This design comes from an exercise in tuning for small area on the open sky130 flow, not from production work.
Function was checked by simulation only, so behaviour that the tests miss may differ from the original.

==> flow/design.v (excerpt) <==
module ddc_top (
    input  wire logic        i_clock,
    input  wire logic        i_rst_n,
    input  wire logic [31:0] i_sample,
    input  wire logic        i_valid,
    input  wire logic [31:0] i_phase_inc,
    input  wire logic        i_phase_inc_valid,
    output      logic [31:0] o_iq,
    output      logic        o_valid
);
Size: about 3800 cells after synthesis, ~100 I/O pins, ~37000 sq um of cells after synthesis.
Settings: LEC_CHECK=0, CAP_MARGIN=20, CORE_MARGIN=2, CORE_UTILIZATION=40, CTS_BUF_LIST=sky130_fd_sc_hd__clkbuf_8 sky130_fd_sc_hd__clkbuf_16, CTS_CLUSTER_DIAMETER=120, CTS_CLUSTER_SIZE=24, SLEW_MARGIN=20, SYNTH_HIERARCHICAL=1; clock period 10.0 ns.
standard.sh (not shown) runs the stock make flow with config.mk's settings and CLKGATE_MAP_FILE= SYNTH_SCRIPT=/design/flow/synth_recipe.tcl, a recipe that flattens the netlist after the stock synthesis.
==> flow/flow/run.sh <==
#!/bin/bash
# Layout flow: the standard synthesis, unchanged; then every combinational cell in
# the synthesized netlist is set to its smallest drive strength (registers keep their
# cells), so that the resizer in the standard layout sizes up only what timing, slew
# and capacitance need; then the standard layout from floorplan to finish, with
# every port buffered by the smallest buffer (buf_1) instead of clkdlybuf4s50_1.
set -euo pipefail
R="$PWD/orfs/results/$FLOW_PLATFORM/ddc_top/base"
bash standard.sh synth > synth_run.log 2>&1
cp "$R/1_2_yosys.v" 1_2_yosys.standard.v
python3 flow/downsize.py "$FLOW_HOME/platforms/$FLOW_PLATFORM/lib/sky130_fd_sc_hd__tt_025C_1v80.lib" \
    1_2_yosys.standard.v "$R/1_2_yosys.v" > downsize.log 2>&1
rm -f "$R/1_synth.odb" "$R/1_synth.sdc"
bash standard.sh BUFFER_PORTS_ARGS="-buffer_cell sky130_fd_sc_hd__buf_1" finish > layout_run.log 2>&1
==> flow/flow/downsize.py <==
#!/usr/bin/env python3
"""downsize.py LIB IN.v OUT.v: give every combinational cell instance in IN.v the
smallest-area cell of the same function family (same name up to the drive suffix),
leaving flip-flops, latches and every other cell kind as they are."""
import re, sys

lib, src, dst = sys.argv[1:4]
area = {}
for m in re.finditer(r'cell\s*\(\s*"?(sky130_fd_sc_hd__\w+)"?\s*\)\s*\{.*?area\s*:\s*([\d.]+)', open(lib).read(), re.S):
    area[m.group(1)] = float(m.group(2))
family = {}
for c in area:
    m = re.match(r"(sky130_fd_sc_hd__[a-z0-9]+?)_(\d+)$", c)
    if m:
        family.setdefault(m.group(1), []).append(c)
KEEP = re.compile(r"sky130_fd_sc_hd__(df|edf|sdf|sedf|dl|sdl|conb|tap|fill|decap|diode|clk|lpflow|probe|macro)")
swap = {}
for base, cells in family.items():
    best = min(cells, key=lambda c: (area[c], c))
    for c in cells:
        if c != best and area[c] > area[best] and not KEEP.match(c):
            swap[c] = best
text = open(src).read()
count = {}
def rep(m):
    c = m.group(1)
    if c in swap:
        count[c] = count.get(c, 0) + 1
        return swap[c] + m.group(2)
    return m.group(0)
text = re.sub(r"\b(sky130_fd_sc_hd__\w+)(\s+\S+\s*\()", rep, text)
open(dst, "w").write(text)
saved = sum(n * (area[c] - area[swap[c]]) for c, n in count.items())
for c, n in sorted(count.items()):
    print(f"{n:6d} {c} -> {swap[c]}")
print(f"area saved before layout: {saved:.1f} um2")
Then changed:
--- a/flow/config.mk
+++ b/flow/config.mk
@@ -12,4 +12,5 @@
 export CTS_CLUSTER_DIAMETER = 120
 export CTS_CLUSTER_SIZE = 24
+export GPL_TIMING_DRIVEN = 0
 export SLEW_MARGIN = 20
 export SYNTH_HIERARCHICAL = 1
Result: The new run passed the timing, DRC and antenna checks; first-iteration DRC count goes up by a little under a tenth; flip-flop and latch count does not change; die area is unchanged; routed wire length increases by a few percent; design area went up by a few percent; cell count hardly moves; worst hold slack barely changes; setup slack degrades by 0.20 ns; sequential share of layout area fell by 0.77 points.


## the baseline
ddc_top, a different RTL version from the one above (not shown whole).
For scale: ~100 I/O pins, about 0.038 mm^2 of cells after synthesis.
Settings: LEC_CHECK=0, CAP_MARGIN=20, CORE_MARGIN=2, CORE_UTILIZATION=40, SLEW_MARGIN=20, SYNTH_HIERARCHICAL=1; clock period 10.0 ns.
==> flow/flow/run.sh <==
#!/bin/bash
# Layout flow: the standard synthesis, unchanged; then every combinational cell in
# the synthesized netlist is set to its smallest drive strength (registers keep their
# cells), so that the resizer in the standard layout sizes up only what timing, slew
# and capacitance need; then the standard layout from floorplan to finish.
set -euo pipefail
R="$PWD/orfs/results/$FLOW_PLATFORM/ddc_top/base"
bash standard.sh synth > synth_run.log 2>&1
cp "$R/1_2_yosys.v" 1_2_yosys.standard.v
python3 flow/downsize.py "$FLOW_HOME/platforms/$FLOW_PLATFORM/lib/sky130_fd_sc_hd__tt_025C_1v80.lib" \
    1_2_yosys.standard.v "$R/1_2_yosys.v" > downsize.log 2>&1
rm -f "$R/1_synth.odb" "$R/1_synth.sdc"
bash standard.sh BUFFER_PORTS_ARGS="-buffer_cell sky130_fd_sc_hd__buf_1" finish > layout_run.log 2>&1
Scripts as last shown in full above: flow/flow/downsize.py
The baseline closes out successfully: all stages finished, all timing, DRC and antenna checks passed.
Inputs modified between the baseline and the candidate:
- CTS_BUF_LIST newly set to sky130_fd_sc_hd__clkbuf_8 sky130_fd_sc_hd__clkbuf_16
- CTS_CLUSTER_DIAMETER newly set to 100
- CTS_CLUSTER_SIZE newly set to 20
diff --git a/flow/flow/run.sh b/flow/flow/run.sh
--- a/flow/flow/run.sh
+++ b/flow/flow/run.sh
@@ -11,3 +11,3 @@
     1_2_yosys.standard.v "$R/1_2_yosys.v" > downsize.log 2>&1
 rm -f "$R/1_synth.odb" "$R/1_synth.sdc"
-bash standard.sh BUFFER_PORTS_ARGS="-buffer_cell sky130_fd_sc_hd__buf_1" finish > layout_run.log 2>&1
+bash standard.sh > layout_run.log 2>&1
==> comparison <==
The higher clock latency reported for the late side of the worst-skew pair of the baseline and the candidate is in the baseline. Diff the baseline and the candidate: met2 usage in global routing lower in the candidate. Summary of the candidate over the baseline: relative area change from synthesis to final layout increased by 0.38 points relative to the old numbers; area of all placed cells without fillers has increased; flop-to-flop setup slack lost 0.03 ns.


== run 1 ==
ddc_top again, from the RTL that the note above started with.
clock: 10.0 ns
lec_check: 0
cap_margin: 20
core_margin: 2
core_utilization: 40
cts_buf_list: sky130_fd_sc_hd__clkbuf_8 sky130_fd_sc_hd__clkbuf_16
cts_cluster_diameter: 100
cts_cluster_size: 20
slew_margin: 20
synth_hierarchical: 1
==> flow/flow/run.sh <==
#!/bin/bash
# Layout flow: the standard synthesis, unchanged; then every combinational cell in
# the synthesized netlist is set to its smallest drive strength (registers keep their
# cells), so that the resizer in the standard layout sizes up only what timing, slew
# and capacitance need; then the standard layout from floorplan to finish, with
# every port buffered by the smallest buffer (buf_1) instead of clkdlybuf4s50_1.
set -euo pipefail
R="$PWD/orfs/results/$FLOW_PLATFORM/ddc_top/base"
bash standard.sh synth > synth_run.log 2>&1
cp "$R/1_2_yosys.v" 1_2_yosys.standard.v
python3 flow/downsize.py "$FLOW_HOME/platforms/$FLOW_PLATFORM/lib/sky130_fd_sc_hd__tt_025C_1v80.lib" \
    1_2_yosys.standard.v "$R/1_2_yosys.v" > downsize.log 2>&1
rm -f "$R/1_synth.odb" "$R/1_synth.sdc"
bash standard.sh BUFFER_PORTS_ARGS="-buffer_cell sky130_fd_sc_hd__buf_1" DONT_USE_CELLS="sky130_fd_sc_hd__probe_p_8 sky130_fd_sc_hd__probec_p_8 sky130_fd_sc_hd__lpflow_bleeder_1 sky130_fd_sc_hd__lpflow_clkbufkapwr_1 sky130_fd_sc_hd__lpflow_clkbufkapwr_16 sky130_fd_sc_hd__lpflow_clkbufkapwr_2 sky130_fd_sc_hd__lpflow_clkbufkapwr_4 sky130_fd_sc_hd__lpflow_clkbufkapwr_8 sky130_fd_sc_hd__lpflow_clkinvkapwr_1 sky130_fd_sc_hd__lpflow_clkinvkapwr_16 sky130_fd_sc_hd__lpflow_clkinvkapwr_2 sky130_fd_sc_hd__lpflow_clkinvkapwr_4 sky130_fd_sc_hd__lpflow_clkinvkapwr_8 sky130_fd_sc_hd__lpflow_decapkapwr_12 sky130_fd_sc_hd__lpflow_decapkapwr_3 sky130_fd_sc_hd__lpflow_decapkapwr_4 sky130_fd_sc_hd__lpflow_decapkapwr_6 sky130_fd_sc_hd__lpflow_decapkapwr_8 sky130_fd_sc_hd__lpflow_inputiso0n_1 sky130_fd_sc_hd__lpflow_inputiso0p_1 sky130_fd_sc_hd__lpflow_inputiso1n_1 sky130_fd_sc_hd__lpflow_inputiso1p_1 sky130_fd_sc_hd__lpflow_inputisolatch_1 sky130_fd_sc_hd__lpflow_isobufsrc_1 sky130_fd_sc_hd__lpflow_isobufsrc_16 sky130_fd_sc_hd__lpflow_isobufsrc_2 sky130_fd_sc_hd__lpflow_isobufsrc_4 sky130_fd_sc_hd__lpflow_isobufsrc_8 sky130_fd_sc_hd__lpflow_isobufsrckapwr_16 sky130_fd_sc_hd__lpflow_lsbuf_lh_hl_isowell_tap_1 sky130_fd_sc_hd__lpflow_lsbuf_lh_hl_isowell_tap_2 sky130_fd_sc_hd__lpflow_lsbuf_lh_hl_isowell_tap_4 sky130_fd_sc_hd__lpflow_lsbuf_lh_isowell_4 sky130_fd_sc_hd__lpflow_lsbuf_lh_isowell_tap_1 sky130_fd_sc_hd__lpflow_lsbuf_lh_isowell_tap_2 sky130_fd_sc_hd__lpflow_lsbuf_lh_isowell_tap_4 sky130_fd_sc_hd__buf_4 sky130_fd_sc_hd__buf_6 sky130_fd_sc_hd__buf_8 sky130_fd_sc_hd__buf_12 sky130_fd_sc_hd__buf_16" finish > layout_run.log 2>&1
Scripts as last shown in full above: flow/flow/downsize.py
Run 1 finished all stages; the layout is clean.
Here is what was changed in the inputs of run 2 compared with run 1.
==> flow/flow/run.sh <==
#!/bin/bash
# Layout flow: the standard synthesis, unchanged; then every combinational cell in
# the synthesized netlist is set to its smallest drive strength (registers keep their
# cells), so that the resizer in the standard layout sizes up only what timing, slew
# and capacitance need; then the standard layout from floorplan to finish, with
# every port buffered by the smallest buffer (buf_1) instead of clkdlybuf4s50_1.
set -euo pipefail
R="$PWD/orfs/results/$FLOW_PLATFORM/ddc_top/base"
bash standard.sh synth > synth_run.log 2>&1
cp "$R/1_2_yosys.v" 1_2_yosys.standard.v
python3 flow/downsize.py "$FLOW_HOME/platforms/$FLOW_PLATFORM/lib/sky130_fd_sc_hd__tt_025C_1v80.lib" \
    1_2_yosys.standard.v "$R/1_2_yosys.v" > downsize.log 2>&1
rm -f "$R/1_synth.odb" "$R/1_synth.sdc"
bash standard.sh BUFFER_PORTS_ARGS="-buffer_cell sky130_fd_sc_hd__buf_1" finish > layout_run.log 2>&1
==> comparison <==
Looking at final worst slack, run 2 sits above run 1. Run 1 -> run 2: met3 wire length increased slightly. Between run 2 and run 1, routed metal-1 wire length is higher for run 2, run 1 comes in under that. Post-route standard cell area excluding fillers, run 2 and run 1, lower one = run 2. In the reports for run 2 and run 1, the smaller number of clock buffer instances in the layout belongs to run 1. Between run 2 and run 1, the difference in instance count after placement with tap cells included is negligible. The routed wire length on run 1 is in line with that on run 2. The global-route usage over all layers was comparable across run 2 and run 1. For the register-to-register slack, run 2 came in 60 ps higher than run 1 did. Post-route non-filler standard cell count: run 1 vs run 2 — no meaningful difference.
Input-level comparison between run 3 and run 2:
-- flow/flow/run.sh --
<<< run 2, line 5
# and capacitance need; then the standard layout from floorplan to finish, with
# every port buffered by the smallest buffer (buf_1) instead of clkdlybuf4s50_1.
>>> run 3, line 5
# and capacitance need; then the standard layout from floorplan to finish.
<<< run 2, line 14
bash standard.sh BUFFER_PORTS_ARGS="-buffer_cell sky130_fd_sc_hd__buf_1" finish > layout_run.log 2>&1
>>> run 3, line 13
bash standard.sh > layout_run.log 2>&1
-- flow/config.mk --
<<< run 2, line 10
export CORE_UTILIZATION = 40
export CTS_BUF_LIST = sky130_fd_sc_hd__clkbuf_8 sky130_fd_sc_hd__clkbuf_16
export CTS_CLUSTER_DIAMETER = 100
export CTS_CLUSTER_SIZE = 20
>>> run 3, line 10
export CORE_UTILIZATION = 65
export CTS_BUF_LIST = sky130_fd_sc_hd__clkbuf_4 sky130_fd_sc_hd__clkbuf_8
--- outcome ---
- Run 3: all stages complete, timing, DRC and antenna checks passed
- Floorplan die width: run 3 lower than run 2
- Going from run 2 to run 3, the final critical delay including setup and external delays was found to have gone up by 130 ps.
- Taking run 2 as the reference, in run 3 fraction of met3 tracks used by global routing increased 3.5 points; final worst-path cycle share went up; final design instance area without fill has increased.
Edits applied to the flow inputs when going from run 3 to run 4:
-- flow/flow/run.sh --
<<< run 3, line 5
# and capacitance need; then the standard layout from floorplan to finish.
>>> run 4, line 5
# and capacitance need; then the standard layout from floorplan to finish, with
# every port buffered by the smallest buffer (buf_1) instead of clkdlybuf4s50_1.
<<< run 3, line 13
bash standard.sh > layout_run.log 2>&1
>>> run 4, line 14
bash standard.sh BUFFER_PORTS_ARGS="-buffer_cell sky130_fd_sc_hd__buf_1" finish > layout_run.log 2>&1
-- flow/config.mk --
<<< run 3, line 8
export CAP_MARGIN = 20
>>> run 4, line 8
export CAP_MARGIN = 5
<<< run 3, line 10
export CORE_UTILIZATION = 65
export CTS_BUF_LIST = sky130_fd_sc_hd__clkbuf_4 sky130_fd_sc_hd__clkbuf_8
export SLEW_MARGIN = 20
>>> run 4, line 10
export CORE_UTILIZATION = 40
export CTS_BUF_LIST = sky130_fd_sc_hd__clkbuf_8 sky130_fd_sc_hd__clkbuf_16
export CTS_CLUSTER_DIAMETER = 100
export CTS_CLUSTER_SIZE = 20
export SLEW_MARGIN = 5
[summary]
- met2 layer usage reported by global route in run 4 is 26 points lower than in run 3
- On fraction of final layout cells sized beyond drive strength 1, the lower figure sits with run 4, not run 3.
- Synthesis-to-layout area growth (run 4 over run 3): decrease, 1.1 points
- Relative to run 3, the total number of cells along the worst setup path measured on run 4 has increased by a little under 10%.
- Relative to run 3, the die area of run 4 is higher by 61%.

==> afterwards: timing with drivers on the ports <==
How much do the figures lean on ideal ports? The routed layouts below were timed once more, with nothing changed but the port constraints. Step 1 sets driving cells, clkbuf_16 on the clock port and buf_2 on the other inputs (assumed; they add their load-dependent delay and slew). Step 2 adds t to the input delays and takes it off the output delays; t is the mean of the earliest and latest rising clock arrival at the registers after step 1. Input paths then give back, and output paths get back, about the clock's delay inside the block. Slacks: ideal ports / drivers / drivers and shift; pairs: ideal ports / drivers.
run	t (ns)	setup slack, ns	hold slack, ns	slew at the worst register clock pin (ns)	cell pins on the clock port's net
the first run of note 1	0.581	0.862 / 0.862 / 0.818	0.501 / 0.501 / 0.501	0.10 / 0.10	1
the second run of note 1	0.593	0.657 / 0.657 / 0.657	0.500 / 0.500 / 0.500	0.11 / 0.11	1
the baseline	0.659	0.659 / 0.659 / 0.659	0.492 / 0.492 / 0.492	0.07 / 0.07	1
the candidate	0.605	0.628 / 0.628 / 0.513	0.497 / 0.497 / 0.497	0.09 / 0.09	1
run 1	0.593	0.606 / 0.606 / 0.553	0.498 / 0.498 / 0.498	0.09 / 0.09	1
run 2	0.599	0.665 / 0.665 / 0.665	0.497 / 0.497 / 0.497	0.10 / 0.10	1
run 3	0.672	0.540 / 0.540 / 0.262	0.489 / 0.489 / 0.489	0.06 / 0.06	1
run 4	0.607	0.641 / 0.641 / 0.641	0.497 / 0.497 / 0.497	0.10 / 0.10	1
After both steps every run listed still meets setup and hold. For run 3, which loses most, drivers alone change the setup slack by 0.000 ns; drivers and shift together by -0.278 ns.
